What follows belongs to an exercise in optimizing a design on an open flow for a short achievable clock period and few clock cycles per item; a production flow would make more cautious choices. Function was checked by simulation only, so behaviour that the tests miss may differ from the original. In runs 4 and 5 the design's own scripts or RTL, not TritonCTS, make the clock network. The flow treats the clock pin as an ideal source. Dropping or thinning the clock tree relies on that and would not hold on a real chip. Power figures rest on the tool's default switching activity, not on a simulated workload.

<file path="design/flow/config.mk">
export PLATFORM = sky130hd
export DESIGN_NAME = hub75_output
export DESIGN_NICKNAME = hub75_output
export VERILOG_FILES = /design/flow/design.v
export SDC_FILE = /design/flow/constraint.sdc
export NUM_CORES = 4
export LEC_CHECK = 0
export CAP_MARGIN = 20
export CORE_AREA = 2 2 288 288
export CTS_CLUSTER_DIAMETER = 60
export CTS_CLUSTER_SIZE = 25
export DIE_AREA = 0 0 290 290
export PLACE_DENSITY = 0.8
export SETUP_SLACK_MARGIN = 3.0
export SLEW_MARGIN = 20
</file>
<file path="design/flow/constraint.sdc">
create_clock -name core_clock -period 5.0 [get_ports {clk_in}]
set_input_delay 1.0000 -clock core_clock [delete_from_list [all_inputs] [get_ports {clk_in}]]
set_output_delay 1.0000 -clock core_clock [all_outputs]
set_load 0.01 [all_outputs]
</file>
<file path="design/flow/design.v">
package pov_pkg;
   typedef struct packed {
      logic [3-1:0] blue;
      logic [3-1:0] green;
      logic [3-1:0] red;
   } pixel_t;
   typedef struct packed {
      logic [64*3*3-1:0] lower;
      logic [64*3*3-1:0] upper;
   } column_pair_t;
   typedef struct packed {
      logic blue;
      logic green;
      logic red;
   } rgb_bits_t;
   typedef logic [($clog2(3))-1:0] plane_t;       
   typedef logic [($clog2(64))-1:0]   pixel_idx_t;   
endpackage
`timescale 1ns/1ps
module column_buffer (
   input  logic                     clk_in,
   input  logic                     load,
   input  pov_pkg::column_pair_t    column_data,
   output pov_pkg::rgb_bits_t       rgb0,
   output pov_pkg::rgb_bits_t       rgb1
);
   localparam int NPIX  = 64;
   localparam int SLOT  = NPIX + 1;
   localparam int DEPTH = 3 * SLOT;
   logic [DEPTH-1:0] line_q    [6];    
   logic [DEPTH-1:0] line_load [6];
   bcm_plane_select u_order (
      .column_pair (column_data),
      .line_0      (line_load[0]),
      .line_1      (line_load[1]),
      .line_2      (line_load[2]),
      .line_3      (line_load[3]),
      .line_4      (line_load[4]),
      .line_5      (line_load[5])
   );
   always_ff @(posedge clk_in) begin
      for (int l = 0; l < 6; l++) begin
         if (load) begin
            line_q[l] <= line_load[l];
         end else begin
            line_q[l] <= {1'b0, line_q[l][DEPTH-1:1]};
         end
      end
   end
   assign rgb0 = {line_q[2][0], line_q[1][0], line_q[0][0]};
   assign rgb1 = {line_q[5][0], line_q[4][0], line_q[3][0]};
endmodule
`timescale 1ns/1ps
module bcm_plane_select (
   input  pov_pkg::column_pair_t  column_pair,
   output logic [3*(64+1)-1:0] line_0,
   output logic [3*(64+1)-1:0] line_1,
   output logic [3*(64+1)-1:0] line_2,
   output logic [3*(64+1)-1:0] line_3,
   output logic [3*(64+1)-1:0] line_4,
   output logic [3*(64+1)-1:0] line_5
);
   localparam int NPIX = 64;
   localparam int SLOT = NPIX + 1;
   localparam int NB   = 3;
   always_comb begin
      line_0 = '0;
      line_1 = '0;
      line_2 = '0;
      line_3 = '0;
      line_4 = '0;
      line_5 = '0;
      for (int s = 0; s < NB; s++) begin
         for (int k = 0; k < NPIX; k++) begin
            line_0[s*SLOT + k] = column_pair.upper[k*9 + 0*NB + (NB-1-s)];
            line_1[s*SLOT + k] = column_pair.upper[k*9 + 1*NB + (NB-1-s)];
            line_2[s*SLOT + k] = column_pair.upper[k*9 + 2*NB + (NB-1-s)];
            line_3[s*SLOT + k] = column_pair.lower[k*9 + 0*NB + (NB-1-s)];
            line_4[s*SLOT + k] = column_pair.lower[k*9 + 1*NB + (NB-1-s)];
            line_5[s*SLOT + k] = column_pair.lower[k*9 + 2*NB + (NB-1-s)];
         end
      end
   end
endmodule
`timescale 1ns/1ps
module bcm_period_timer (
   input  logic             clk_in,
   input  logic             rst_in,
   input  logic             period_start,    
   input  pov_pkg::plane_t  plane,           
   input  logic             last_plane,      
   output logic             led_blank,
   output logic             tlast
);
   localparam int COUNT_W = ($clog2((10 << (3 - 1)) + 1));
   typedef logic [COUNT_W-1:0] count_t;
   count_t count;       
   count_t count_next;
   logic   closing;     
   always_comb begin
      if (period_start) begin
         count_next = count_t'(10 << plane);
      end else if (count != '0) begin
         count_next = count - 1'b1;
      end else begin
         count_next = '0;
      end
   end
   always_ff @(posedge clk_in) begin
      if (rst_in) begin
         count     <= '0;
         closing   <= 1'b0;
         led_blank <= 1'b1;
         tlast     <= 1'b0;
      end else begin
         count     <= count_next;
         if (period_start) begin
            closing <= last_plane;
         end
         led_blank <= (count_next == '0);
         tlast     <= (count_next == count_t'(1)) && (period_start ? last_plane : closing);
      end
   end
endmodule
`timescale 1ns/1ps
module hub75_scan_ctrl (
   input  logic                 clk_in,
   input  logic                 rst_in,
   input  logic                 tvalid,
   output logic                 tready,
   output logic                 shift_q,       
   output logic                 latch_now,     
   output pov_pkg::plane_t      latch_plane,
   output logic                 latch_last,
   output logic                 led_clk,
   output logic                 led_latch
);
   localparam int NPIX  = 64;
   localparam int SLOT  = NPIX + 1;
   localparam int NB    = 3;
   logic                     run;     
   logic [($clog2(64)):0]      pos;     
   logic [1:0]               slot;    
   logic                     ready;
   logic                     transfer;
   logic                     slot_end;
   logic                     col_end;
   assign ready    = !run || col_end;
   assign transfer = tvalid && ready;
   assign slot_end = run && (pos == NPIX);             
   assign col_end  = slot_end && (slot == 2'(NB - 1));
   assign latch_now   = slot_end;
   assign latch_plane = pov_pkg::plane_t'(NB - 1) - pov_pkg::plane_t'(slot);
   assign latch_last  = (slot == 2'(NB - 1));
   always_ff @(posedge clk_in) begin
      if (rst_in) begin
         run       <= 1'b0;
         pos       <= '0;
         slot      <= '0;
         tready    <= 1'b1;
         shift_q   <= 1'b0;
         led_clk   <= 1'b0;
         led_latch <= 1'b0;
      end else begin
         if (!run || col_end) begin
            run    <= transfer;
            pos    <= '0;
            slot   <= '0;
            tready <= !transfer;
            shift_q <= transfer;
            led_clk   <= transfer;
            led_latch <= 1'b0;
         end else begin
            if (slot_end) begin
               pos  <= '0;
               slot <= slot + 1'b1;
            end else begin
               pos  <= pos + 1'b1;
            end
            tready    <= (pos == NPIX - 1) && (slot == 2'(NB - 1));
            shift_q   <= !((pos == NPIX - 1) && (slot == 2'(NB - 1)));
            led_clk   <= (pos != NPIX - 1);
            led_latch <= (pos == NPIX - 1);
         end
      end
   end
endmodule
`timescale 1ns/1ps
module hub75_output (
   input  logic                     clk_in,
   input  logic                     rst_in,
   input  pov_pkg::column_pair_t    column_data,
   input  logic [($clog2(32))-1:0]   address_data,
   input  logic                     tvalid,
   output logic                     tready,
   output logic                     tlast,
   output pov_pkg::rgb_bits_t       rgb0,
   output pov_pkg::rgb_bits_t       rgb1,
   output logic                     led_clk,
   output logic                     led_latch,
   output logic                     led_blank,
   output logic [($clog2(32))-1:0]   hub75_address
);
   logic                   shift_q;
   logic                   latch_now;
   pov_pkg::plane_t        latch_plane;
   logic                   latch_last;
   logic [($clog2(32))-1:0] address_q;    
   hub75_scan_ctrl u_ctrl (
      .clk_in      (clk_in),
      .rst_in      (rst_in),
      .tvalid      (tvalid),
      .tready      (tready),
      .shift_q     (shift_q),
      .latch_now   (latch_now),
      .latch_plane (latch_plane),
      .latch_last  (latch_last),
      .led_clk     (led_clk),
      .led_latch   (led_latch)
   );
   column_buffer u_buffer (
      .clk_in      (clk_in),
      .load        (!shift_q),
      .column_data (column_data),
      .rgb0        (rgb0),
      .rgb1        (rgb1)
   );
   bcm_period_timer u_timer (
      .clk_in       (clk_in),
      .rst_in       (rst_in),
      .period_start (latch_now),
      .plane        (latch_plane),
      .last_plane   (latch_last),
      .led_blank    (led_blank),
      .tlast        (tlast)
   );
   always_ff @(posedge clk_in) begin
      if (!shift_q) begin
         address_q <= address_data;
      end
   end
   always_ff @(posedge clk_in) begin
      if (rst_in) begin
         hub75_address <= '0;
      end else if (latch_now && (latch_plane == pov_pkg::plane_t'(3 - 1))) begin
         hub75_address <= address_q;
      end
   end
endmodule
</file>
<file path="design/flow/flow/run.sh">
#!/bin/bash
# standard ORFS layout with denser pin placement (and the extra ORFS settings below); full tool output in standard.log
bash standard.sh 'PLACE_PINS_ARGS=-min_distance 1 -min_distance_in_tracks' finish > standard.log 2>&1
</file>
<file path="design/flow/standard.sh">
#!/bin/bash
# synth_recipe.tcl (not shown) runs the flow's synth.tcl, then flattens the netlist and writes it again
# the make line also repeats each setting of config.mk as NAME=value (left out here)
make -C /OpenROAD-flow-scripts/flow DESIGN_CONFIG=/design/flow/config.mk WORK_HOME=/design/flow/orfs CLKGATE_MAP_FILE= SYNTH_SCRIPT=/design/flow/synth_recipe.tcl "${@:-finish}"
</file>
==> results of run 1 <==
[stage by stage]
stage / hold slack, ps / setup WS, ps / total power, mW / util / cell area (sq um)
after global placement: 414 / 2380 / 13.4 / 0.631 / 51000
after detailed placement: 419 / 2370 / 13.5 / 0.631 / 51000
final: 437 / 2900 / 20.3 / 0.671 / 54200
after floorplan: 412 / 3200 / 12.3 / - / 38400
after global routing: 437 / 2840 / 21.1 / 0.671 / 54200
after CTS: 434 / 2860 / 20.5 / 0.665 / 53800
[area by class of cell]
class | instances | area share
inverters | 9 | 0.000623
well taps | 1060 | 0.0245
diodes | 149 | 0.00688
flip-flops and latches | 1197 | 0.443
repair buffers | 1192 | 0.223
clock buffers | 85 | 0.0380
clock inverters | 51 | 0.0124
multi-input cells | 1262 | 0.252
[report_power, final]
part	switching [mW]	internal, mW
logic	0.708	1.80
registers	0.281	10.5
clock network	3.66	3.31
[routing by layer]
| layer | part of all wire | track usage | up-vias |
|---|---|---|---|
| met5 | 0.0044 | 0.0244 | - |
| met1 | 0.36 | 0.265 | 11600 |
| met4 | 0.093 | 0.249 | 70 |
| li1 | - | - | 11500 |
| met3 | 0.12 | 0.151 | 523 |
| met2 | 0.43 | 0.365 | 1306 |
[how the worst min path moves through the flow]
stage                                    to
floorplan           u_buffer.line_q[0][129]
global placement     u_buffer.line_q[4][64]
detailed placement  u_buffer.line_q[2][129]
CTS                  u_buffer.line_q[1][64]
global route         u_buffer.line_q[3][16]
finish               u_buffer.line_q[4][64]
[what timing repair did]
item                       in CTS  in global routing
gates cloned                    1                  2
setup buffers                   1                  0
setup endpoints to repair     507                112
gates resized for setup        99                  7
[cells by family (layout without fill, tap and decap cells)]
logic type | after synthesis | in the layout | synth area share
flops | 1197 | 1197 | 0.625
mux | 1146 | 1146 | 0.336
buf+inv | 150 | 1337 | 0.0195
simple gates | 75 | 75 | 0.0108
compound gates | 26 | 26 | 0.00443
xor+xnor | 8 | 8 | 0.00182
fa+ha+maj | 7 | 7 | 0.00228
other cells | 0 | 149 | 0
[sequential cells by signal, summed over array words and instances, names as in the netlist]
register	flops
address_q	5
hub75_address	5
u_buffer.line_q	1164
u_ctrl.led_clk	1
u_ctrl.led_latch	1
u_ctrl.pos	7
u_ctrl.run	1
u_ctrl.shift_q	1
u_ctrl.slot	2
u_ctrl.tready	1
u_timer.closing	1
u_timer.count	6
u_timer.led_blank	1
u_timer.tlast	1
[placed cells by master, fill, tap and decap left out, types with 12 or more instances in the layout]
cell type / count
sky130_fd_sc_hd__a21oi_1: 13
sky130_fd_sc_hd__dfxtp_1: 1180
sky130_fd_sc_hd__and2_1: 12
sky130_fd_sc_hd__clkbuf_16: 82
sky130_fd_sc_hd__nor2_1: 16
sky130_fd_sc_hd__mux2_2: 1146
sky130_fd_sc_hd__buf_6: 12
sky130_fd_sc_hd__diode_2: 149
sky130_fd_sc_hd__clkdlybuf4s50_1: 1158
sky130_fd_sc_hd__nand2_1: 14
==> reports/qor.txt, run 1 <==
FLOORPLANNING
---------------------------------------------------------------------------------
Row cnt                                                                       104
Width of the die                                                           290 um
Boundary pin count                                                           1176
Starting utilization of the core area                                       0.475
Die area                                                             0.0841 sq mm
Floorplan die height                                                       290 um
Total core area                                                      0.0808 sq mm

GLOBAL ROUTING
---------------------------------------------------------------------------------
GRT Util Overall                                                            0.259
Number of global-route vias before repair                                   25500
Pin count of the biggest net entering global routing                          145
GR Overflow Total                                                               0
Antenna violations before repair                                              175
Global-route wire length before repair                                  162000 um

DRT
---------------------------------------------------------------------------------
Per-cell via count in the routed design                                      4.99
Count of unresolved DRC violations after routing                                0
Antenna-violating nets left                                                     0
Detailed-routing iteration count for the pre-antenna-repair pass                8
Routed wire length                                                      113000 um
Post-detailed-route wirelength per cell                                   22.5 um
Violation count after the first detailed-routing iteration                   1088
Via count of the routed design                                              25000

FLOW RUN
---------------------------------------------------------------------------------
Max-capacitance violation count                                                 0

TIMING
---------------------------------------------------------------------------------
Number of pins exceeding their max-slew limit in the final report               0
Clock Skews                                                               33.8 ps
Relative max-transition margin                                              0.559
Final setup TNS                                                              0 ps
Setup repair after global routing missed its margin                           yes
Post-layout min period                                                    2100 ps
Tcrit/Tclk final                                                            0.421
Worst-Margin Slew                                                          661 ps
Timing-limited maximum frequency                                          476 MHz
Hold Vio Cnt, Final                                                             0
Number of endpoints failing setup at the final stage                            0

LAYOUT
---------------------------------------------------------------------------------
Layout cells sized above 1                                                  0.352
Number of nets in the finished design                                        4905
Number of fill cells                                                         6014
Synth-to-layout area growth                                                 41.2%
Fin cells                                                                    5005
Sequential cell area                                                 0.0240 sq mm
Multi-input combinational cell area                                  0.0137 sq mm

CLOCKING
---------------------------------------------------------------------------------
Clock sinks                                                                  1197
Source-to-sink clock delay at the later pin of the worst-skew pair         640 ps
Clock slew at reported path FFs                                             90 ps
CTS tree                                                                    built
Total CTS buffers                                                              76
Total of hold buffers inserted after clock tree synthesis                       0
Maximum buffer depth of the clock tree                                          3
H-Tree Level Count                                                              3
Root buffer cell                                                     sky130_fd_sc_hd__clkbuf_16

SYNTH
---------------------------------------------------------------------------------
Most common cell in the synthesized netlist                          sky130_fd_sc_hd__dfxtp_1
Net Count, Synth                                                             3776
Number of register bits inferred by synthesis                                1197
Largest area contributor in the netlist                              sky130_fd_sc_hd__dfxtp_1
Per-instance average area after synthesis                              14.7 sq um
Unique cell type count in the Yosys netlist                                    40
Post-Syn Area                                                        0.0384 sq mm
Prevailing post-synth register cell                                  sky130_fd_sc_hd__dfxtp_1
Ys Warns                                                                        8
Sequential fraction of the synthesis area                                   0.625
Most instantiated cells after synthesis                              sky130_fd_sc_hd__dfxtp_1, sky130_fd_sc_hd__mux2_2, sky130_fd_sc_hd__buf_2
Share of synthesized registers carrying an async set or reset                   0
Area contributors post-synth                                         sky130_fd_sc_hd__dfxtp_1, sky130_fd_sc_hd__mux2_2, sky130_fd_sc_hd__buf_2
Post-synthesis instance total                                                2609
Share of the synthesized area in the top cell type                          0.621
Number of synthesized flops with an enable pin                                  5

PLACEMENT
---------------------------------------------------------------------------------
I/O Buffers                                                                  1175
Gp weighted congestion                                                      0.932
HPWL after DPL                                                           82500 um
Post-placement cell count                                                    4716

SETUP PATH
---------------------------------------------------------------------------------
Timing endpoint of the critical path                                 hub75_address[1]
Cell family with most CP delay                                         flip-flops
Crit. End Element                                                     output port
Destination of the worst register-to-register timing path            u_buffer.line_q[0][8]
Path depth of the worst reg2reg path                                            2
Required time reported for the critical path endpoint                     4000 ps
Reg2reg start                                                        u_ctrl.shift_q
Setup CP Type                                                        flop to output port
Critical path arrival                                                     1100 ps
CP peak stage delay                                                        370 ps
Critical-path top delay cell                                         sky130_fd_sc_hd__dfxtp_2
Total buffers and inverters traversed by the critical path                      1
R2r setup slk                                                             3020 ps
Cell-by-cell trace of the critical path                                     buf_6
Worst Path Max Fanout                                                           2
Crit. path cell count                                                           1
CP startpoint kind                                                           flop
Startpoint of the most critical setup path                           hub75_address[1]

PWR
---------------------------------------------------------------------------------
Cell leakage power                                                        20.8 nW
Max IR drop VDD                                                          0.314 mV
Pwr Density                                                           374 mW/mm^2

OUTCOME
---------------------------------------------------------------------------------
Result of the run                                        timing/DRC/antenna clean

MIN PATH
---------------------------------------------------------------------------------
Worst min-delay path category                                        flop to flop
Hold_sp                                                              u_buffer.line_q[4][65]
Min-Delay Path Depth                                                            1

Testbench counts, summed over its fixed seeds: cycles 62,488, items 320.
==> run 2: changes to the inputs <==
==> design/flow/flow/run.sh (replaced) <==
#!/bin/bash
# standard ORFS layout with denser pin placement (and the extra ORFS settings below); full tool output in standard.log
bash standard.sh 'PLACE_PINS_ARGS=-min_distance 1 -min_distance_in_tracks' 'CTS_ARGS=-sink_clustering_enable -repair_clock_nets -sink_clustering_size 35 -sink_clustering_max_diameter 70 -distance_between_buffers 1000 -branching_point_buffers_distance 1000' finish > standard.log 2>&1
--- a/design/flow/config.mk
+++ b/design/flow/config.mk
@@ -7,8 +7,6 @@
 export LEC_CHECK = 0
 export CAP_MARGIN = 20
 export CORE_AREA = 2 2 288 288
-export CTS_CLUSTER_DIAMETER = 60
-export CTS_CLUSTER_SIZE = 25
 export DIE_AREA = 0 0 290 290
 export PLACE_DENSITY = 0.8
 export SETUP_SLACK_MARGIN = 3.0
==> reports/qor.txt, run 2 <==
SETUP PATH
-------------------------------------------------------------------------------------
Setup CP Type                                                            flop to output port
Startpoint of the most critical setup path                               u_buffer.line_q[3][0]
Crit. End Element                                                         output port
Total buffers and inverters traversed by the critical path                          1
CP startpoint kind                                                               flop
CP peak stage delay                                                            360 ps
Required time reported for the critical path endpoint                         4000 ps
Critical-path top delay cell                                             sky130_fd_sc_hd__dfxtp_2
Destination of the worst register-to-register timing path                u_buffer.line_q[5][190]
Cell-by-cell trace of the critical path                                         buf_6
R2r setup slk                                                                 2990 ps
Cell family with most CP delay                                             flip-flops
Reg2reg start                                                            u_ctrl.shift_q
Worst Path Max Fanout                                                               1
Path depth of the worst reg2reg path                                                2
Critical path arrival                                                         1120 ps

SYNTH
-------------------------------------------------------------------------------------
Unique cell type count in the Yosys netlist                                        40
Post-synthesis instance total                                                    2609
Area contributors post-synth                                             sky130_fd_sc_hd__dfxtp_1, sky130_fd_sc_hd__mux2_2, sky130_fd_sc_hd__buf_2
Share of synthesized registers carrying an async set or reset                       0
Number of register bits inferred by synthesis                                    1197
Prevailing post-synth register cell                                      sky130_fd_sc_hd__dfxtp_1
Net Count, Synth                                                                 3776
Post-Syn Area                                                            0.0384 sq mm
Most common cell in the synthesized netlist                              sky130_fd_sc_hd__dfxtp_1
Combinational family with the most area after synthesis                  multiplexers
Post-Synth XOR/XNOR Area                                                      0.00182
Complex-gate fraction of the synthesized area                                 0.00443
Largest area contributor in the netlist                                  sky130_fd_sc_hd__dfxtp_1
Synthesized-area fraction occupied by adder cells                             0.00228
Sequential fraction of the synthesis area                                       0.625
Ys Warns                                                                            8
Per-instance average area after synthesis                                  14.7 sq um
Share of the synthesized area in the top cell type                              0.621
Multiplexer area fraction after synthesis                                       0.336
Most instantiated cells after synthesis                                  sky130_fd_sc_hd__dfxtp_1, sky130_fd_sc_hd__mux2_2, sky130_fd_sc_hd__buf_2
Number of synthesized flops with an enable pin                                      5
Synth Area in Simple Gates                                                     0.0108

CLOCKING
-------------------------------------------------------------------------------------
Maximum buffer depth of the clock tree                                              3
Total of hold buffers inserted after clock tree synthesis                           0
Total CTS buffers                                                                  51
CTS tree                                                                        built
Root buffer cell                                                         sky130_fd_sc_hd__clkbuf_16
H-Tree Level Count                                                                  2
Clock slew at reported path FFs                                                120 ps
Clock sinks                                                                      1197
Source-to-sink clock delay at the later pin of the worst-skew pair             660 ps

FLOORPLANNING
-------------------------------------------------------------------------------------
Total core area                                                          0.0808 sq mm
Floorplan die height                                                           290 um
Starting utilization of the core area                                           0.475
Width of the die                                                               290 um
Boundary pin count                                                               1176
Die area                                                                 0.0841 sq mm
Row cnt                                                                           104

PLACEMENT
-------------------------------------------------------------------------------------
HPWL after DPL                                                               82500 um
Gp weighted congestion                                                          0.932
Dpl cell area                                                            0.0510 sq mm
I/O Buffers                                                                      1175
Setup slack after placement                                                   2370 ps

PWR
-------------------------------------------------------------------------------------
Share of power burned in the clock network                                      0.292
Pwr Density                                                               353 mW/mm^2
Switching power total                                                         4.34 mW
Max IR drop VDD                                                              0.349 mV
Power share of the sequential group                                             0.575
Overall Power                                                                 18.8 mW
Cell-internal power                                                           14.5 mW
Proportion of total power due to net switching                                  0.230
Cell leakage power                                                            20.4 nW
Proportion of power drawn by combinational gates                                0.133

TIMING
-------------------------------------------------------------------------------------
Tcrit/Tclk final                                                                0.423
Number of endpoints failing setup at the final stage                                0
Hold Vio Cnt, Final                                                                 0
Timing-limited maximum frequency                                              473 MHz
Relative max-transition margin                                                  0.550
Number of pins exceeding their max-slew limit in the final report                   0
Clock Skews                                                                   38.4 ps
Final setup slack of the worst path                                           2880 ps
Post-layout min period                                                        2120 ps
Setup repair after global routing missed its margin                               yes
Final setup TNS                                                                  0 ps
Worst-Margin Slew                                                              675 ps

MIN PATH
-------------------------------------------------------------------------------------
Min-Delay Path Depth                                                                1
End point of the most critical hold path                                 u_buffer.line_q[2][64]
Worst min-delay path category                                            flop to flop
Hold_sp                                                                  u_buffer.line_q[2][65]

DRT
-------------------------------------------------------------------------------------
Post-detailed-route wirelength per cell                                       22.4 um
Per-cell via count in the routed design                                          4.95
Antenna-violating nets left                                                         0
Via count of the routed design                                                  24500
Violation count after the first detailed-routing iteration                       1181
Routed wire length                                                          111000 um
Detailed-routing iteration count for the pre-antenna-repair pass                    5
Count of unresolved DRC violations after routing                                    0

GLOBAL ROUTING
-------------------------------------------------------------------------------------
Global-route wire length before repair                                      160000 um
Number of global-route vias before repair                                       25200
Antenna violations before repair                                                  179
GRT Util Overall                                                                0.256
GR Overflow Total                                                                   0
Pin count of the biggest net entering global routing                              145

LAYOUT
-------------------------------------------------------------------------------------
Synth-to-layout area growth                                                     38.9%
Max FFs per register                                                             1164
Largest Register                                                         u_buffer.line_q
Number of nets in the finished design                                            4880
Layout cells sized above 1                                                      0.345
Most frequent standard cell in the layout excluding fill and tap cells   sky130_fd_sc_hd__dfxtp_1
Post-route design area                                                   0.0534 sq mm
Largest registers                                                        u_buffer.line_q x1164, u_ctrl.pos x7, u_timer.count x6
Most frequent cells in the layout                                        sky130_fd_sc_hd__dfxtp_1, sky130_fd_sc_hd__clkdlybuf4s50_1, sky130_fd_sc_hd__mux2_2

FLOW RUN
-------------------------------------------------------------------------------------
Max-capacitance violation count                                                     0

OUTCOME
-------------------------------------------------------------------------------------
Result of the run                                            timing/DRC/antenna clean

run 2: layout make-up:
cell class | count | area (sq um)
diodes | 149 | 373
clock buffers | 53 | 1320
clock inverters | 37 | 537
fillers | 6099 | 27500
inverters | 9 | 33.8
multi-input cells | 1262 | 13700
flip-flops and latches | 1197 | 24000
well taps | 1060 | 1330
repair buffers | 1192 | 12100
run 2: layer usage:
layer	vias up	GRT usage	wire [um]
met2	1182	0.362	47500
li1	11400	-	-
met3	503	0.149	13000
met4	68	0.245	10400
met1	11400	0.262	39900
met5	-	0.0244	460
run 2: kinds of logic after synthesis:
group                      after synthesis
AOI/OAI and AO/OA                       26
xor gates and xnor gates                 8
adders and majority gates                7
buffers and inverters                  150
DFF                                   1197
muxes                                 1146
and+or+nand+nor                         75
run 2: power groups by stage:
stage / clock network, mW / logic (mW) / registers (mW)
final: 5.50 / 2.50 / 10.8
after global routing: 6.00 / 2.70 / 10.9
after CTS: 5.65 / 2.50 / 10.8
after detailed placement: 0 / 2.46 / 11.0
after global placement: 0 / 2.41 / 11.0
after floorplan: 0 / 1.40 / 10.9
run 2: stage by stage:
step / util / hold slack (ps) / cells
2_1_floorplan: - / 412 / 2609
3_3_place_gp: 0.631 / 414 / 4716
3_5_place_dp: 0.631 / 419 / 4716
4_1_cts: 0.654 / 438 / 4808
5_1_grt: 0.660 / 431 / 4942
6_report: 0.660 / 424 / 4959
run 2: worst max path at each step:
stage | slack (ps) | cells past startpoint | to
finish | 2880 | 1 | rgb1[0]
global route | 2820 | 1 | hub75_address[0]
CTS | 2830 | 1 | rgb1[0]
detailed placement | 2370 | 4 | u_ctrl.pos[4]
global placement | 2380 | 4 | u_ctrl.pos[2]
floorplan | 3200 | 4 | u_ctrl.pos[2]
run 2: timing repair:
action                                  CTS  global route
resized for setup                        99            11
endpoints found under the setup margin  518           190
setup buffers                             1             0
pin swaps                                 0             1
cloned                                    1             2
==> run 3: changes to the inputs <==
==> design/flow/flow/run.sh (replaced) <==
#!/bin/bash
# standard ORFS layout with denser pin placement (and the extra ORFS settings below); full tool output in standard.log
bash standard.sh 'PLACE_PINS_ARGS=-min_distance 1 -min_distance_in_tracks' 'CTS_ARGS=-sink_clustering_enable -repair_clock_nets -sink_clustering_size 30 -sink_clustering_max_diameter 60 -balance_levels' finish > standard.log 2>&1
==> reports/qor.txt, run 3 <==
SYNTH
-------------------------------------------------------------------------------------
Post-Syn Area                                                            0.0384 sq mm
Most instantiated cells after synthesis                                  sky130_fd_sc_hd__dfxtp_1, sky130_fd_sc_hd__mux2_2, sky130_fd_sc_hd__buf_2
Most common cell in the synthesized netlist                              sky130_fd_sc_hd__dfxtp_1
Ys Warns                                                                            8
Area contributors post-synth                                             sky130_fd_sc_hd__dfxtp_1, sky130_fd_sc_hd__mux2_2, sky130_fd_sc_hd__buf_2
Per-instance average area after synthesis                                  14.7 sq um
Prevailing post-synth register cell                                      sky130_fd_sc_hd__dfxtp_1
Share of the synthesized area in the top cell type                              0.621
Number of register bits inferred by synthesis                                    1197
Share of synthesized registers carrying an async set or reset                       0
Largest area contributor in the netlist                                  sky130_fd_sc_hd__dfxtp_1
Number of synthesized flops with an enable pin                                      5
Sequential fraction of the synthesis area                                       0.625
Net Count, Synth                                                                 3776
Post-synthesis instance total                                                    2609
Unique cell type count in the Yosys netlist                                        40

TIMING
-------------------------------------------------------------------------------------
Worst hold slack across all endpoints                                          427 ps
Clock Skews                                                                   36.6 ps
Hold Vio Cnt, Final                                                                 0
Relative max-transition margin                                                  0.542
Post-layout min period                                                        2090 ps
Number of pins exceeding their max-slew limit in the final report                   0
Timing-limited maximum frequency                                              478 MHz
Tcrit/Tclk final                                                                0.418
Final setup TNS                                                                  0 ps
Number of endpoints failing setup at the final stage                                0
Worst-Margin Slew                                                              686 ps
Final setup slack of the worst path                                           2910 ps
Setup repair after global routing missed its margin                               yes

LAYOUT
-------------------------------------------------------------------------------------
Most frequent cells in the layout                                        sky130_fd_sc_hd__dfxtp_1, sky130_fd_sc_hd__clkdlybuf4s50_1, sky130_fd_sc_hd__mux2_2
Multi-input combinational cell area                                      0.0137 sq mm
Number of fill cells                                                             5952
Most frequent standard cell in the layout excluding fill and tap cells   sky130_fd_sc_hd__dfxtp_1
Number of nets in the finished design                                            4904
Largest Register                                                         u_buffer.line_q
Sequential cell area                                                     0.0240 sq mm
Largest registers                                                        u_buffer.line_q x1164, u_ctrl.pos x7, u_timer.count x6
Layout cells sized above 1                                                      0.352
Fin cells                                                                        5003
Synth-to-layout area growth                                                     41.4%
Max FFs per register                                                             1164

CLOCKING
-------------------------------------------------------------------------------------
Maximum buffer depth of the clock tree                                              3
Clock sinks                                                                      1197
H-Tree Level Count                                                                  3
Root buffer cell                                                         sky130_fd_sc_hd__clkbuf_16
Total CTS buffers                                                                  74
CTS tree                                                                        built
Clock slew at reported path FFs                                                100 ps
Source-to-sink clock delay at the later pin of the worst-skew pair             640 ps

SETUP PATH
-------------------------------------------------------------------------------------
Cell family with most CP delay                                             flip-flops
Required time reported for the critical path endpoint                         4000 ps
Setup CP Type                                                            flop to output port
Worst Path Max Fanout                                                               1
Crit. End Element                                                         output port
Critical path arrival                                                         1090 ps
Total buffers and inverters traversed by the critical path                          1
CP peak stage delay                                                            330 ps
Cell-by-cell trace of the critical path                                         buf_2
Critical-path top delay cell                                             sky130_fd_sc_hd__dfxtp_1
CP startpoint kind                                                               flop

DRT
-------------------------------------------------------------------------------------
Post-detailed-route wirelength per cell                                       22.7 um
Via count of the routed design                                                  24800
Violation count after the first detailed-routing iteration                       1180
Routed wire length                                                          113000 um
Antenna-violating nets left                                                         0
Detailed-routing iteration count for the pre-antenna-repair pass                    7
Count of unresolved DRC violations after routing                                    0
Per-cell via count in the routed design                                          4.96

OUTCOME
-------------------------------------------------------------------------------------
Result of the run                                            timing/DRC/antenna clean

FLOORPLANNING
-------------------------------------------------------------------------------------
Starting utilization of the core area                                           0.475
Total core area                                                          0.0808 sq mm
Row cnt                                                                           104
Die area                                                                 0.0841 sq mm
Floorplan die height                                                           290 um
Boundary pin count                                                               1176
Width of the die                                                               290 um

MIN PATH
-------------------------------------------------------------------------------------
Worst min-delay path category                                            flop to flop

GLOBAL ROUTING
-------------------------------------------------------------------------------------
GR Overflow Total                                                                   0
Global-route wire length before repair                                      162000 um
GRT Util Overall                                                                0.259
Number of global-route vias before repair                                       25600
Antenna violations before repair                                                  174
Pin count of the biggest net entering global routing                              145

FLOW RUN
-------------------------------------------------------------------------------------
Max-capacitance violation count                                                     0

PWR
-------------------------------------------------------------------------------------
Max IR drop VDD                                                              0.327 mV
Pwr Density                                                               376 mW/mm^2
Cell leakage power                                                            20.9 nW
Overall Power                                                                 20.4 mW

PLACEMENT
-------------------------------------------------------------------------------------
Gp weighted congestion                                                          0.932
Setup slack after placement                                                   2370 ps
Post-placement cell count                                                        4716
HPWL after DPL                                                               82500 um
I/O Buffers                                                                      1175

-- run 3: layer usage --
metal,wire (um),global-route usage
met1,40800,0.267
met2,48500,0.363
met3,12900,0.147
met4,10600,0.255
met5,518,0.0153
-- run 3: where the power goes --
| part | total [mW] | switching [mW] | leakage [nW] | internal [mW] |
|---|---|---|---|---|
| clock network | 7.10 | 3.74 | 1.35 | 3.36 |
| logic | 2.52 | 0.716 | 9.42 | 1.80 |
| registers | 10.8 | 0.280 | 10.1 | 10.5 |
| total | 20.4 | 4.73 | 20.9 | 15.7 |
-- run 3: area by class of cell --
| type | instances | area share |
|---|---|---|
| sequential | 1197 | 0.443 |
| multi-input combinational | 1262 | 0.252 |
| timing repair buffer | 1193 | 0.222 |
| clock buffer | 83 | 0.0372 |
| tap | 1060 | 0.0244 |
| clock inverter | 52 | 0.0143 |
| antenna | 147 | 0.00677 |
| inverter | 9 | 0.000622 |
-- run 3: kinds of logic (layout without fill, tap and decap cells) --
group	Yosys count	in the layout	share of synthesized area
adders and majority gates	7	7	0.00228
xor gates and xnor gates	8	8	0.00182
muxes	1146	1146	0.336
buffers and inverters	150	1337	0.0195
other	0	147	0
DFF	1197	1197	0.625
and+or+nand+nor	75	75	0.0108
AOI/OAI and AO/OA	26	26	0.00443
-- run 3: stage by stage --
stage | utilization | instance area (sq um)
after floorplan | - | 38400
after global placement | 0.631 | 51000
after detailed placement | 0.631 | 51000
after CTS | 0.666 | 53800
after global routing | 0.672 | 54300
final | 0.672 | 54300
-- run 3: worst register-to-register path, delay by kind of cell, from the launching register on --
kind                   cells  cell delay, ps
buffers and inverters      1             680
DFF                        1             790
muxes                      1             450
-- run 3: what timing repair did --
item                                    CTS  global route
endpoints found under the setup margin  483           141
hold buffers                              0             0
gates resized for setup                  99            10
gates cloned                              1             2
endpoints found under the hold margin     0             0
pin swaps                                 0             1
buffers inserted                          2             0
-- run 3: path summary, 6_finish.rpt --
kind	start	end	slack (ps)	cells after the start
min reg2reg	u_buffer.line_q[2][176]	u_buffer.line_q[2][175]	430	1
min	u_buffer.line_q[2][176]	u_buffer.line_q[2][175]	430	1
max	u_buffer.line_q[0][0]	rgb0[0]	2910	1
max reg2reg	u_ctrl.shift_q	u_buffer.line_q[0][3]	3010	2
==> run 4: changes to the inputs <==
==> design/flow/flow/run.sh (replaced) <==
#!/bin/bash
# Standard ORFS layout (standard.sh) with two changes:
#  - pins placed one routing track apart instead of two, so the die can be smaller;
#  - the clock tree is built by flow/manual_cts.tcl (a two-level tree of clkbuf_16)
#    instead of TritonCTS.
# Full tool output goes to standard.log; ORFS's per-step logs are under orfs/logs.
bash standard.sh 'PLACE_PINS_ARGS=-min_distance 1 -min_distance_in_tracks' "PRE_CTS_TCL=$PWD/flow/manual_cts.tcl" finish > standard.log 2>&1
==> design/flow/flow/manual_cts.tcl (new file) <==
# Two-level clock tree built by hand, in place of TritonCTS.
#   clk_in -> MID_N clkbuf_16 (one per group of leaf buffers)
#          -> leaf clkbuf_16 (one per cluster of about LEAF_SIZE flops)
#          -> flip-flop clock pins
# Every flop sees the same number of buffers; clusters come from k-means
# on the placed flop positions, each buffer sits at its loads' centroid.

set leaf_size 25
set mid_n 4
set leaf_cap [expr {int($leaf_size * 1.3)}]
set buf_master_name sky130_fd_sc_hd__clkbuf_16
set leaf_master_name sky130_fd_sc_hd__clkbuf_16

set db [ord::get_db]
set block [ord::get_db_block]
set master [$db findMaster $buf_master_name]
set leaf_master [$db findMaster $leaf_master_name]
set clk_net [$block findNet clk_in]

proc iterm_xy {it} {
  set bb [[$it getInst] getBBox]
  return [list [expr {([$bb xMin] + [$bb xMax]) / 2.0}] [expr {([$bb yMin] + [$bb yMax]) / 2.0}]]
}

# k-means; pts is a list of {x y}; returns the cluster index of each point
proc kmeans {pts k iters} {
  set n [llength $pts]
  # seed with points spread along the sorted order
  set order [lsort -real -index 0 [lmap p $pts {set p}]]
  set cx {}
  set cy {}
  for {set i 0} {$i < $k} {incr i} {
    set p [lindex $order [expr {int(($i + 0.5) * $n / $k)}]]
    lappend cx [lindex $p 0]
    lappend cy [lindex $p 1]
  }
  # better seeding: grid over the bounding box
  set xs [lmap p $pts {lindex $p 0}]
  set ys [lmap p $pts {lindex $p 1}]
  set x0 [tcl::mathfunc::min {*}$xs]
  set x1 [tcl::mathfunc::max {*}$xs]
  set y0 [tcl::mathfunc::min {*}$ys]
  set y1 [tcl::mathfunc::max {*}$ys]
  set g [expr {int(ceil(sqrt($k)))}]
  set cx {}
  set cy {}
  for {set i 0} {$i < $k} {incr i} {
    set gx [expr {$i % $g}]
    set gy [expr {$i / $g}]
    set rows [expr {int(ceil(double($k) / $g))}]
    lappend cx [expr {$x0 + ($gx + 0.5) * ($x1 - $x0) / $g}]
    lappend cy [expr {$y0 + ($gy + 0.5) * ($y1 - $y0) / $rows}]
  }
  set assign [lrepeat $n 0]
  for {set it 0} {$it < $iters} {incr it} {
    set assign {}
    foreach p $pts {
      set px [lindex $p 0]
      set py [lindex $p 1]
      set best 0
      set bd 1e30
      for {set c 0} {$c < $k} {incr c} {
        set dx [expr {$px - [lindex $cx $c]}]
        set dy [expr {$py - [lindex $cy $c]}]
        set d [expr {$dx * $dx + $dy * $dy}]
        if {$d < $bd} {
          set bd $d
          set best $c
        }
      }
      lappend assign $best
    }
    set sx [lrepeat $k 0.0]
    set sy [lrepeat $k 0.0]
    set sn [lrepeat $k 0]
    foreach p $pts a $assign {
      lset sx $a [expr {[lindex $sx $a] + [lindex $p 0]}]
      lset sy $a [expr {[lindex $sy $a] + [lindex $p 1]}]
      lset sn $a [expr {[lindex $sn $a] + 1}]
    }
    for {set c 0} {$c < $k} {incr c} {
      if {[lindex $sn $c] > 0} {
        lset cx $c [expr {[lindex $sx $c] / [lindex $sn $c]}]
        lset cy $c [expr {[lindex $sy $c] / [lindex $sn $c]}]
      }
    }
  }
  return [list $assign $cx $cy]
}

proc place_at {inst x y} {
  set m [$inst getMaster]
  set w [$m getWidth]
  set h [$m getHeight]
  $inst setLocation [expr {int($x - $w / 2)}] [expr {int($y - $h / 2)}]
  $inst setPlacementStatus PLACED
}

# sinks: every clock pin on clk_in
set sinks {}
foreach it [$clk_net getITerms] {
  if {[$it isInputSignal] || [[$it getMTerm] getSigType] == "CLOCK" || 1} {
    lappend sinks $it
  }
}
set n_sinks [llength $sinks]
set n_leaf [expr {int(ceil(double($n_sinks) / $leaf_size))}]
puts "manual CTS: $n_sinks sinks, $n_leaf leaf buffers, $mid_n mid buffers"

set pts [lmap it $sinks {iterm_xy $it}]
lassign [kmeans $pts $n_leaf 30] assign lcx lcy

# split any cluster over leaf_cap in two, until none is
set changed 1
while {$changed} {
  set changed 0
  set cnt [lrepeat $n_leaf 0]
  foreach a $assign { lset cnt $a [expr {[lindex $cnt $a] + 1}] }
  for {set c 0} {$c < $n_leaf} {incr c} {
    if {[lindex $cnt $c] > $leaf_cap} {
      set idx {}
      set sub {}
      set i 0
      foreach p $pts a $assign {
        if {$a == $c} { lappend idx $i; lappend sub $p }
        incr i
      }
      lassign [kmeans $sub 2 20] sa scx scy
      lset lcx $c [lindex $scx 0]
      lset lcy $c [lindex $scy 0]
      lappend lcx [lindex $scx 1]
      lappend lcy [lindex $scy 1]
      foreach i $idx a $sa {
        if {$a == 1} { lset assign $i $n_leaf }
      }
      incr n_leaf
      set changed 1
      break
    }
  }
}
# drop empty clusters
set cnt [lrepeat $n_leaf 0]
foreach a $assign { lset cnt $a [expr {[lindex $cnt $a] + 1}] }
set remap {}
set ncx {}
set ncy {}
set k 0
for {set c 0} {$c < $n_leaf} {incr c} {
  if {[lindex $cnt $c] > 0} {
    lappend remap $k
    lappend ncx [lindex $lcx $c]
    lappend ncy [lindex $lcy $c]
    incr k
  } else {
    lappend remap -1
  }
}
set assign [lmap a $assign {lindex $remap $a}]
set lcx $ncx
set lcy $ncy
set n_leaf $k

# leaf buffers
set leaf_insts {}
for {set c 0} {$c < $n_leaf} {incr c} {
  set inst [odb::dbInst_create $block $leaf_master "clkbuf_leaf_m$c"]
  set net [odb::dbNet_create $block "clknet_leaf_m$c"]
  $net setSigType CLOCK
  [$inst findITerm X] connect $net
  place_at $inst [lindex $lcx $c] [lindex $lcy $c]
  lappend leaf_insts $inst
  set leaf_net($c) $net
  set leaf_cnt($c) 0
}
foreach it $sinks a $assign {
  $it disconnect
  $it connect $leaf_net($a)
  incr leaf_cnt($a)
}
set sizes {}
for {set c 0} {$c < $n_leaf} {incr c} { lappend sizes $leaf_cnt($c) }
puts "manual CTS: leaf cluster sizes $sizes"

# mid buffers over the leaf buffers
set lpts {}
for {set c 0} {$c < $n_leaf} {incr c} { lappend lpts [list [lindex $lcx $c] [lindex $lcy $c]] }
lassign [kmeans $lpts $mid_n 30] massign mcx mcy
for {set m 0} {$m < $mid_n} {incr m} {
  set inst [odb::dbInst_create $block $master "clkbuf_mid_m$m"]
  set net [odb::dbNet_create $block "clknet_mid_m$m"]
  $net setSigType CLOCK
  [$inst findITerm X] connect $net
  [$inst findITerm A] connect $clk_net
  place_at $inst [lindex $mcx $m] [lindex $mcy $m]
  set mid_net($m) $net
  set mid_cnt($m) 0
}
foreach inst $leaf_insts a $massign {
  [$inst findITerm A] connect $mid_net($a)
  incr mid_cnt($a)
}
set sizes {}
for {set m 0} {$m < $mid_n} {incr m} { lappend sizes $mid_cnt($m) }
puts "manual CTS: mid group sizes $sizes"

set_propagated_clock [all_clocks]

# the tree is built: the flow's own CTS call becomes a no-op
proc clock_tree_synthesis {args} {
  puts "manual CTS: clock_tree_synthesis $args skipped"
}
--- a/design/flow/config.mk
+++ b/design/flow/config.mk
@@ -9,5 +9,5 @@
 export CORE_AREA = 2 2 288 288
 export DIE_AREA = 0 0 290 290
 export PLACE_DENSITY = 0.8
-export SETUP_SLACK_MARGIN = 3.0
+export SETUP_SLACK_MARGIN = 3.5
 export SLEW_MARGIN = 20
==> reports/qor.txt, run 4 <==
FLOORPLANNING
-------------------------------------------------------------------------------------
Starting utilization of the core area                                           0.475
Total core area                                                          0.0808 sq mm
Boundary pin count                                                               1176
Row cnt                                                                           104
Floorplan die height                                                           290 um
Width of the die                                                               290 um
Die area                                                                 0.0841 sq mm

SYNTH
-------------------------------------------------------------------------------------
Share of the synthesized area in the top cell type                              0.621
Post-synthesis instance total                                                    2609
Post-Synth XOR/XNOR Area                                                      0.00182
Area contributors post-synth                                             sky130_fd_sc_hd__dfxtp_1, sky130_fd_sc_hd__mux2_2, sky130_fd_sc_hd__buf_2
Combinational family with the most area after synthesis                  multiplexers
Most instantiated cells after synthesis                                  sky130_fd_sc_hd__dfxtp_1, sky130_fd_sc_hd__mux2_2, sky130_fd_sc_hd__buf_2
Multiplexer area fraction after synthesis                                       0.336
Number of synthesized flops with an enable pin                                      5
Unique cell type count in the Yosys netlist                                        40
Most common cell in the synthesized netlist                              sky130_fd_sc_hd__dfxtp_1
Net Count, Synth                                                                 3776
Sequential fraction of the synthesis area                                       0.625
Synth Area in Simple Gates                                                     0.0108
Prevailing post-synth register cell                                      sky130_fd_sc_hd__dfxtp_1
Complex-gate fraction of the synthesized area                                 0.00443
Number of register bits inferred by synthesis                                    1197
Post-Syn Area                                                            0.0384 sq mm
Largest area contributor in the netlist                                  sky130_fd_sc_hd__dfxtp_1
Per-instance average area after synthesis                                  14.7 sq um
Share of synthesized registers carrying an async set or reset                       0
Synthesized-area fraction occupied by adder cells                             0.00228
Ys Warns                                                                            8

PLACEMENT
-------------------------------------------------------------------------------------
I/O Buffers                                                                      1175
Gp weighted congestion                                                          0.914
HPWL after DPL                                                               80600 um

TIMING
-------------------------------------------------------------------------------------
Hold Vio Cnt, Final                                                                 0
Final setup TNS                                                                  0 ps
Relative max-transition margin                                                  0.680
Tcrit/Tclk final                                                                0.390
Number of pins exceeding their max-slew limit in the final report                   0
Number of endpoints failing setup at the final stage                                0
Post-layout min period                                                        1950 ps
Worst-Margin Slew                                                              480 ps
Timing-limited maximum frequency                                              513 MHz
Clock Skews                                                                   73.0 ps
Setup repair after global routing missed its margin                               yes

GLOBAL ROUTING
-------------------------------------------------------------------------------------
Pin count of the biggest net entering global routing                               71
Antenna violations before repair                                                  160
M1 GR Usage                                                                     0.257
GR Overflow Total                                                                   0
Met3 Usage GRT                                                                  0.143
GRT Util Overall                                                                0.249
Global-route wire length before repair                                      157000 um
Layer carrying the most global-route usage                                       met2
Number of global-route vias before repair                                       25200
Met2 usage in global routing                                                    0.373

SETUP PATH
-------------------------------------------------------------------------------------
CP peak stage delay                                                            360 ps
Critical path arrival                                                          950 ps
Total buffers and inverters traversed by the critical path                          1
Cell family with most CP delay                                             flip-flops
Critical-path top delay cell                                             sky130_fd_sc_hd__dfxtp_2
Worst Path Max Fanout                                                               2
Setup CP Type                                                            flop to output port
Cell-by-cell trace of the critical path                                         buf_6
CP startpoint kind                                                               flop
Required time reported for the critical path endpoint                         4000 ps
Crit. End Element                                                         output port

LAYOUT
-------------------------------------------------------------------------------------
Most frequent cells in the layout                                        sky130_fd_sc_hd__dfxtp_1, sky130_fd_sc_hd__clkdlybuf4s50_1, sky130_fd_sc_hd__mux2_2
Most frequent standard cell in the layout excluding fill and tap cells   sky130_fd_sc_hd__dfxtp_1
Layout cells sized above 1                                                      0.359
Largest Register                                                         u_buffer.line_q
Number of nets in the finished design                                            4952
Synth-to-layout area growth                                                     41.5%
Final cell utilization of the core                                              0.672
Largest registers                                                        u_buffer.line_q x1164, u_ctrl.pos x7, u_timer.count x6
Max FFs per register                                                             1164

DRT
-------------------------------------------------------------------------------------
Routed wire length                                                          115000 um
Count of unresolved DRC violations after routing                                    0
Per-cell via count in the routed design                                          5.01
Detailed-routing iteration count for the pre-antenna-repair pass                    7
Antenna-violating nets left                                                         0
Via count of the routed design                                                  24900
Violation count after the first detailed-routing iteration                        985
Post-detailed-route wirelength per cell                                       23.1 um

OUTCOME
-------------------------------------------------------------------------------------
Result of the run                                            timing/DRC/antenna clean

PWR
-------------------------------------------------------------------------------------
Pwr Density                                                               338 mW/mm^2
Max IR drop VDD                                                              0.283 mV
Cell leakage power                                                            20.9 nW

MIN PATH
-------------------------------------------------------------------------------------
Worst min-delay path category                                            flop to flop

CLOCKING
-------------------------------------------------------------------------------------
Source-to-sink clock delay at the later pin of the worst-skew pair             460 ps
Clock slew at reported path FFs                                                100 ps
Total of hold buffers inserted after clock tree synthesis                           0

FLOW RUN
-------------------------------------------------------------------------------------
Max-capacitance violation count                                                     0

==> run 4: cell count changes in the layout (fill, tap and decap cells not counted), sizes merged <==
| cell | delta |
|---|---|
| buf | +52 |
| inv | -28 |
| diode | -25 |
| clkinv | -17 |
| clkbuf | -11 |
| clkinvlp | -4 |
| bufinv | -3 |
| bufbuf | -1 |
| clkdlybuf4s50 | -1 |
| dlygate4sd2 | +1 |
| dlymetal6s2s | -1 |
==> run 4: stage by stage <==
step	hold slack, ps	power, mW	setup slack [ps]	std cells	cell area, sq um
after global routing	412	19.1	3020	4943	54300
after detailed placement	420	13.5	2480	4720	51100
final	404	18.4	3050	4965	54300
after CTS	409	18.3	3040	4813	53300
after floorplan	412	12.3	3360	2609	38500
after global placement	414	13.5	2490	4720	51100
==> run 4: layout make-up <==
class                           count  area (sq um)
Fill cell                        5915         26500
Sequential cell                  1197         24000
Multi-Input combinational cell   1262         13900
Timing Repair Buffer             1260         13400
Buffer                             55          1380
Tap cell                         1060          1330
Antenna cell                      122           305
Inverter                            9          36.3
==> run 4: per-layer routing <==
layer	part of all wire	vias up
met5	0.0056	-
met2	0.44	1197
met4	0.074	86
met3	0.12	415
li1	-	11500
met1	0.36	11700
==> run 4: what timing repair did <==
| item | CTS | global route |
|---|---|---|
| setup endpoints to repair | 1211 | 597 |
| gates cloned | 12 | 23 |
| buffers inserted | 26 | 7 |
| gates resized for setup | 147 | 55 |
| pin swaps | 5 | 12 |
==> run 4: cell families after synthesis <==
kind of cell             count (synthesis)
multiplexers                          1146
buffers and inverters                  150
AO/OA/AOI/OAI                           26
flip-flops                            1197
AND/OR/NAND/NOR                         75
adder cells (fa/ha/maj)                  7
XOR/XNOR                                 8
==> run 4: final timing paths <==
path | from | end | slack (ps) | cells after the start
worst max-delay path | hub75_address[1] | hub75_address[1] | 3050 | 1
worst min-delay path | u_buffer.line_q[5][130] | u_buffer.line_q[5][129] | 400 | 1
worst max register to register | u_ctrl.slot[0] | u_timer.led_blank | 3310 | 5
worst min register to register | u_buffer.line_q[5][130] | u_buffer.line_q[5][129] | 400 | 1
==> run 4: power by group <==
part | switching (mW) | total [mW] | internal (mW)
logic | 0.814 | 2.78 | 1.97
registers | 0.285 | 10.8 | 10.5
clock network | 2.78 | 4.74 | 1.96
total | 3.88 | 18.4 | 14.5
==> run 5: changes to the inputs <==
--- a/design/flow/flow/manual_cts.tcl
+++ b/design/flow/flow/manual_cts.tcl
@@ -5,11 +5,11 @@
 # Every flop sees the same number of buffers; clusters come from k-means
 # on the placed flop positions, each buffer sits at its loads' centroid.
 
-set leaf_size 25
+set leaf_size 15
 set mid_n 4
 set leaf_cap [expr {int($leaf_size * 1.3)}]
 set buf_master_name sky130_fd_sc_hd__clkbuf_16
-set leaf_master_name sky130_fd_sc_hd__clkbuf_16
+set leaf_master_name sky130_fd_sc_hd__clkbuf_8
 
 set db [ord::get_db]
 set block [ord::get_db_block]
==> reports/qor.txt, run 5 <==
OUTCOME
-------------------------------------------------------------------------------------
Result of the run                                            timing/DRC/antenna clean

FLOW RUN
-------------------------------------------------------------------------------------
Max-capacitance violation count                                                     0

TIMING
-------------------------------------------------------------------------------------
Worst hold slack across all endpoints                                          405 ps
Relative max-transition margin                                                  0.732
Number of endpoints failing setup at the final stage                                0
Setup repair after global routing missed its margin                               yes
Final setup slack of the worst path                                           3010 ps
Timing-limited maximum frequency                                              504 MHz
Clock Skews                                                                   79.2 ps
Worst-Margin Slew                                                              402 ps
Post-layout min period                                                        1990 ps
Final setup TNS                                                                  0 ps
Number of pins exceeding their max-slew limit in the final report                   0
Tcrit/Tclk final                                                                0.397
Hold Vio Cnt, Final                                                                 0

PWR
-------------------------------------------------------------------------------------
Pwr Density                                                               331 mW/mm^2
Max IR drop VDD                                                              0.333 mV
Overall Power                                                                 18.4 mW
Cell leakage power                                                            21.7 nW

PLACEMENT
-------------------------------------------------------------------------------------
HPWL after DPL                                                               80600 um
Post-placement cell count                                                        4720
Gp weighted congestion                                                          0.914
Setup slack after placement                                                   2480 ps
I/O Buffers                                                                      1175

SETUP PATH
-------------------------------------------------------------------------------------
Worst Path Max Fanout                                                               2
Path depth of the worst reg2reg path                                                7
CP peak stage delay                                                            360 ps
Cell family with most CP delay                                             flip-flops
Cell-by-cell trace of the critical path                                         buf_6
Total buffers and inverters traversed by the critical path                          1
Crit. path cell count                                                               1
Required time reported for the critical path endpoint                         4000 ps
Critical path arrival                                                          990 ps
Critical-path top delay cell                                             sky130_fd_sc_hd__dfxtp_2
CP startpoint kind                                                               flop
Crit. End Element                                                         output port
Setup CP Type                                                            flop to output port

SYNTH
-------------------------------------------------------------------------------------
Largest area contributor in the netlist                                  sky130_fd_sc_hd__dfxtp_1
Prevailing post-synth register cell                                      sky130_fd_sc_hd__dfxtp_1
Share of synthesized registers carrying an async set or reset                       0
Most common cell in the synthesized netlist                              sky130_fd_sc_hd__dfxtp_1
Per-instance average area after synthesis                                  14.7 sq um
Number of register bits inferred by synthesis                                    1197
Ys Warns                                                                            8
Post-Syn Area                                                            0.0384 sq mm
Net Count, Synth                                                                 3776
Sequential fraction of the synthesis area                                       0.625
Post-synthesis instance total                                                    2609
Number of synthesized flops with an enable pin                                      5
Share of the synthesized area in the top cell type                              0.621
Most instantiated cells after synthesis                                  sky130_fd_sc_hd__dfxtp_1, sky130_fd_sc_hd__mux2_2, sky130_fd_sc_hd__buf_2
Unique cell type count in the Yosys netlist                                        40
Area contributors post-synth                                             sky130_fd_sc_hd__dfxtp_1, sky130_fd_sc_hd__mux2_2, sky130_fd_sc_hd__buf_2

GLOBAL ROUTING
-------------------------------------------------------------------------------------
Global-route wire length before repair                                      158000 um
GRT Util Overall                                                                0.249
Antenna violations before repair                                                  162
GR Overflow Total                                                                   0
Pin count of the biggest net entering global routing                               71
Number of global-route vias before repair                                       25400

LAYOUT
-------------------------------------------------------------------------------------
Fin cells                                                                        5032
Max FFs per register                                                             1164
Largest Register                                                         u_buffer.line_q
Most frequent cells in the layout                                        sky130_fd_sc_hd__dfxtp_1, sky130_fd_sc_hd__clkdlybuf4s50_1, sky130_fd_sc_hd__mux2_2
Synth-to-layout area growth                                                     44.4%
Number of nets in the finished design                                            5025
Largest registers                                                        u_buffer.line_q x1164, u_ctrl.pos x7, u_timer.count x6
Layout cells sized above 1                                                      0.372
Most frequent standard cell in the layout excluding fill and tap cells   sky130_fd_sc_hd__dfxtp_1

DRT
-------------------------------------------------------------------------------------
Detailed-routing iteration count for the pre-antenna-repair pass                    5
Post-detailed-route wirelength per cell                                       23.4 um
Routed wire length                                                          118000 um
Antenna-violating nets left                                                         0
Via count of the routed design                                                  25100
Violation count after the first detailed-routing iteration                       1077
Count of unresolved DRC violations after routing                                    0
Per-cell via count in the routed design                                          4.99

CLOCKING
-------------------------------------------------------------------------------------
Source-to-sink clock delay at the later pin of the worst-skew pair             480 ps
Total of hold buffers inserted after clock tree synthesis                           0
Clock slew at reported path FFs                                                110 ps

MIN PATH
-------------------------------------------------------------------------------------
Min-Delay Path Depth                                                                1
Worst min-delay path category                                            flop to flop

FLOORPLANNING
-------------------------------------------------------------------------------------
Floorplan die height                                                           290 um
Starting utilization of the core area                                           0.475
Boundary pin count                                                               1176
Total core area                                                          0.0808 sq mm
Row cnt                                                                           104
Die area                                                                 0.0841 sq mm
Width of the die                                                               290 um

==> run 5: cell counts after synthesis <==
No cell type changed its count.
==> run 5: layer usage <==
layer	global-route usage	vias to the layer above	part of all wire
met5	0.00851	-	0.0059
met4	0.184	100	0.071
met1	0.257	11800	0.36
li1	-	11600	-
met2	0.373	1197	0.44
met3	0.146	444	0.12
==> run 5: final cells by class <==
type / count / area (sq um)
fill: 5764 / 25300
sequential: 1197 / 24000
multi-input combinational: 1262 / 14300
timing repair buffer: 1295 / 14100
tap: 1060 / 1330
buffer: 93 / 1330
antenna: 116 / 290
inverter: 9 / 36.3
==> run 5: kinds of logic (layout without fill, tap and decap cells) <==
family,after synthesis,count (layout),synth area share
AO/OA/AOI/OAI,26,26,0.00443
XOR/XNOR,8,8,0.00182
other,0,116,0
multiplexers,1146,1146,0.336
flip-flops,1197,1197,0.625
adder cells (fa/ha/maj),7,7,0.00228
AND/OR/NAND/NOR,75,75,0.0108
buffers and inverters,150,1397,0.0195
==> run 5: power by group <==
group	leakage [nW]	total (mW)	internal [mW]	switching, mW
sequential	10.1	10.8	10.5	0.294
clock	0.690	4.54	1.72	2.82
combinational	10.9	2.97	2.11	0.863
==> run 5: final timing paths <==
path / start / endpoint / slack (ps)
worst min-delay path: u_buffer.line_q[0][120] / u_buffer.line_q[0][119] / 410
worst max-delay path: hub75_address[1] / hub75_address[1] / 3010
worst max register to register: u_ctrl.pos[1] / u_timer.tlast / 3330
worst min register to register: u_buffer.line_q[0][120] / u_buffer.line_q[0][119] / 410
==> run 5: stage by stage <==
stage | instance area [sq um] | utilization
after floorplan | 38500 | -
after global placement | 51100 | 0.632
after detailed placement | 51100 | 0.632
after CTS | 53300 | 0.659
after global routing | 55400 | 0.686
final | 55500 | 0.687
==> run 5: timing repair <==
action	4_1_cts	5_1_grt
setup endpoints to repair	1211	699
gates resized for setup	148	204
pin swaps	6	16
gates cloned	13	39
setup buffers	24	27
==> run 6: changes to the inputs <==
--- a/design/flow/flow/manual_cts.tcl
+++ b/design/flow/flow/manual_cts.tcl
@@ -5,11 +5,11 @@
 # Every flop sees the same number of buffers; clusters come from k-means
 # on the placed flop positions, each buffer sits at its loads' centroid.
 
-set leaf_size 15
+set leaf_size 30
 set mid_n 4
 set leaf_cap [expr {int($leaf_size * 1.3)}]
-set buf_master_name sky130_fd_sc_hd__clkbuf_16
-set leaf_master_name sky130_fd_sc_hd__clkbuf_8
+set buf_master_name sky130_fd_sc_hd__clkinv_16
+set leaf_master_name sky130_fd_sc_hd__clkinv_8
 
 set db [ord::get_db]
 set block [ord::get_db_block]
@@ -88,6 +88,13 @@
   return [list $assign $cx $cy]
 }
 
+proc out_iterm {inst} {
+  foreach it [$inst getITerms] {
+    if {[$it isOutputSignal]} { return $it }
+  }
+  error "no output pin on [$inst getName]"
+}
+
 proc place_at {inst x y} {
   set m [$inst getMaster]
   set w [$m getWidth]
@@ -167,7 +174,7 @@
   set inst [odb::dbInst_create $block $leaf_master "clkbuf_leaf_m$c"]
   set net [odb::dbNet_create $block "clknet_leaf_m$c"]
   $net setSigType CLOCK
-  [$inst findITerm X] connect $net
+  [out_iterm $inst] connect $net
   place_at $inst [lindex $lcx $c] [lindex $lcy $c]
   lappend leaf_insts $inst
   set leaf_net($c) $net
@@ -190,7 +197,7 @@
   set inst [odb::dbInst_create $block $master "clkbuf_mid_m$m"]
   set net [odb::dbNet_create $block "clknet_mid_m$m"]
   $net setSigType CLOCK
-  [$inst findITerm X] connect $net
+  [out_iterm $inst] connect $net
   [$inst findITerm A] connect $clk_net
   place_at $inst [lindex $mcx $m] [lindex $mcy $m]
   set mid_net($m) $net
==> reports/qor.txt, run 6 <==
GLOBAL ROUTING
----------------------------------------------------------------------------
GR Overflow Total                                                          8
Pin count of the biggest net entering global routing                      71
GRT Util Overall                                                       0.602

SYNTH
----------------------------------------------------------------------------
Per-instance average area after synthesis                         14.7 sq um
Share of synthesized registers carrying an async set or reset              0
Number of register bits inferred by synthesis                           1197
Number of synthesized flops with an enable pin                             5
Largest area contributor in the netlist                         sky130_fd_sc_hd__dfxtp_1
Ys Warns                                                                   8
Most common cell in the synthesized netlist                     sky130_fd_sc_hd__dfxtp_1
Post-synthesis instance total                                           2609
Area contributors post-synth                                    sky130_fd_sc_hd__dfxtp_1, sky130_fd_sc_hd__mux2_2, sky130_fd_sc_hd__buf_2
Post-Syn Area                                                   0.0384 sq mm
Prevailing post-synth register cell                             sky130_fd_sc_hd__dfxtp_1
Sequential fraction of the synthesis area                              0.625
Net Count, Synth                                                        3776
Share of the synthesized area in the top cell type                     0.621
Most instantiated cells after synthesis                         sky130_fd_sc_hd__dfxtp_1, sky130_fd_sc_hd__mux2_2, sky130_fd_sc_hd__buf_2
Unique cell type count in the Yosys netlist                               40

OUTCOME
----------------------------------------------------------------------------
Result of the run                                               aborted with a tool error
Error that ended the run                                        [ERROR GRT-0232] Routing congestion too high. Check the congestion heatmap in the GUI.
Halt Stage                                                           5_1_grt

FLOORPLANNING
----------------------------------------------------------------------------
Starting utilization of the core area                                  0.475
Width of the die                                                      290 um
Floorplan die height                                                  290 um
Boundary pin count                                                      1176
Row cnt                                                                  104

CLOCKING
----------------------------------------------------------------------------
Total of hold buffers inserted after clock tree synthesis                  0

PLACEMENT
----------------------------------------------------------------------------
I/O Buffers                                                             1175
Dpl cell area                                                   0.0511 sq mm
Gp weighted congestion                                                 0.914
Setup slack after placement                                          2480 ps
HPWL after DPL                                                      80600 um
Post-placement cell count                                               4720

TIMING
----------------------------------------------------------------------------
Worst EP post-GRT repair                                             rgb1[1]
Kind of the worst endpoint                                      top-level output

## run 6: cell counts after synthesis
No cell type changed its count.
## run 6: worst min path at each step
| stage | from | to | depth (start not counted) |
|---|---|---|---|
| 2_1_floorplan | u_buffer.line_q[0][130] | u_buffer.line_q[0][129] | 1 |
| 3_3_place_gp | u_buffer.line_q[3][130] | u_buffer.line_q[3][129] | 1 |
| 3_5_place_dp | u_buffer.line_q[0][130] | u_buffer.line_q[0][129] | 1 |
| 4_1_cts | u_buffer.line_q[3][192] | u_buffer.line_q[3][191] | 1 |
## run 6: metal layers
layer | track usage | overflow
met5 | 0.115 | 0
met4 | 0.659 | 5
met3 | 0.403 | 0
met2 | 0.863 | 2
met1 | 0.532 | 1
## run 6: power groups by stage
stage	sequential [mW]	combinational (mW)	clock (mW)
after floorplan	10.9	1.43	0
after global placement	11.0	2.44	0
after detailed placement	11.0	2.49	0
after CTS	11.0	2.98	31.8
## run 6: logic make-up after synthesis
group | Yosys count | share of synthesized area
xor+xnor | 8 | 0.00182
mux | 1146 | 0.336
flops | 1197 | 0.625
compound gates | 26 | 0.00443
fa+ha+maj | 7 | 0.00228
buf+inv | 150 | 0.0195
simple gates | 75 | 0.0108
## run 6: repair_timing
item,CTS
buffers inserted,32
pin swaps,4
gates resized for setup,180
gates cloned,13
endpoints found under the setup margin,1210
hold endpoints to repair,0
==> run 7: changes to the inputs <==
--- a/design/flow/flow/manual_cts.tcl
+++ b/design/flow/flow/manual_cts.tcl
@@ -5,11 +5,11 @@
 # Every flop sees the same number of buffers; clusters come from k-means
 # on the placed flop positions, each buffer sits at its loads' centroid.
 
-set leaf_size 30
+set leaf_size 40
 set mid_n 4
 set leaf_cap [expr {int($leaf_size * 1.3)}]
 set buf_master_name sky130_fd_sc_hd__clkinv_16
-set leaf_master_name sky130_fd_sc_hd__clkinv_8
+set leaf_master_name sky130_fd_sc_hd__clkinv_16
 
 set db [ord::get_db]
 set block [ord::get_db_block]
==> reports/qor.txt, run 7 <==
FLOORPLANNING
----------------------------------------------------------------------------
Width of the die                                                      290 um
Floorplan die height                                                  290 um
Boundary pin count                                                      1176
Row cnt                                                                  104
Starting utilization of the core area                                  0.475

SYNTH
----------------------------------------------------------------------------
Number of register bits inferred by synthesis                           1197
Post-synthesis instance total                                           2609
Per-instance average area after synthesis                         14.7 sq um
Most instantiated cells after synthesis                         sky130_fd_sc_hd__dfxtp_1, sky130_fd_sc_hd__mux2_2, sky130_fd_sc_hd__buf_2
Unique cell type count in the Yosys netlist                               40
Share of the synthesized area in the top cell type                     0.621
Prevailing post-synth register cell                             sky130_fd_sc_hd__dfxtp_1
Most common cell in the synthesized netlist                     sky130_fd_sc_hd__dfxtp_1
Number of synthesized flops with an enable pin                             5
Area contributors post-synth                                    sky130_fd_sc_hd__dfxtp_1, sky130_fd_sc_hd__mux2_2, sky130_fd_sc_hd__buf_2
Ys Warns                                                                   8
Share of synthesized registers carrying an async set or reset              0
Sequential fraction of the synthesis area                              0.625
Largest area contributor in the netlist                         sky130_fd_sc_hd__dfxtp_1
Net Count, Synth                                                        3776
Post-Syn Area                                                   0.0384 sq mm

PLACEMENT
----------------------------------------------------------------------------
Dpl cell area                                                   0.0511 sq mm
HPWL after DPL                                                      80600 um
Setup slack after placement                                          2480 ps
I/O Buffers                                                             1175
Post-placement cell count                                               4720
Gp weighted congestion                                                 0.914

OUTCOME
----------------------------------------------------------------------------
Error that ended the run                                        [ERROR DPL-0038] Utilization greater than 100%, impossible to legalize
Halt Stage                                                           4_1_cts
Result of the run                                               aborted with a tool error

-- run 7: cell counts after synthesis --
Identical to the previous run, type by type.
-- run 7: power groups by stage --
stage          Combinational [mW]  Sequential (mW)  Clock [mW]
3_3_place_gp                 2.44             11.0           0
3_5_place_dp                 2.49             11.0           0
2_1_floorplan                1.43             10.9           0
-- run 7: worst min-delay path by stage --
stage | to | slack [ps]
after floorplan | u_buffer.line_q[0][129] | 410
after global placement | u_buffer.line_q[3][129] | 410
after detailed placement | u_buffer.line_q[0][129] | 420
-- run 7: cells by family after synthesis --
logic type,Yosys count,synth area share
simple gates,75,0.0108
compound gates,26,0.00443
fa+ha+maj,7,0.00228
flops,1197,0.625
xor+xnor,8,0.00182
mux,1146,0.336
buf+inv,150,0.0195

==> port drivers added, routing unchanged <==
In the flow no input, the clock included, has a driving cell. The finished layouts below were timed again as built, in two steps. Step 1 assumes that a clkbuf_16 drives the clock port and a buf_2 every other input. Step 2 times the ports against the registers' clock, not the clock port: input delays grow and output delays shrink by t, the midpoint of the rising clock arrivals with the driver on. a / b / c = no drivers / after step 1 / after step 2; a / b = the first two.
run | t, ns | setup slack, ns | pins driven straight from the clock port
run 1 | 0.696 | 2.897 / 2.829 / 2.678 | 1
run 2 | 0.706 | 2.884 / 2.818 / 2.700 | 1
run 3 | 0.683 | 2.910 / 2.847 / 2.663 | 1
run 4 | 0.574 | 3.049 / 2.910 / 3.021 | 4
run 5 | 0.594 | 3.014 / 2.874 / 3.035 | 4
After both steps setup and hold are still met in every run listed. The setup slack of run 3, which loses most, moves by -0.063 ns with the drivers and by -0.247 ns with both steps.
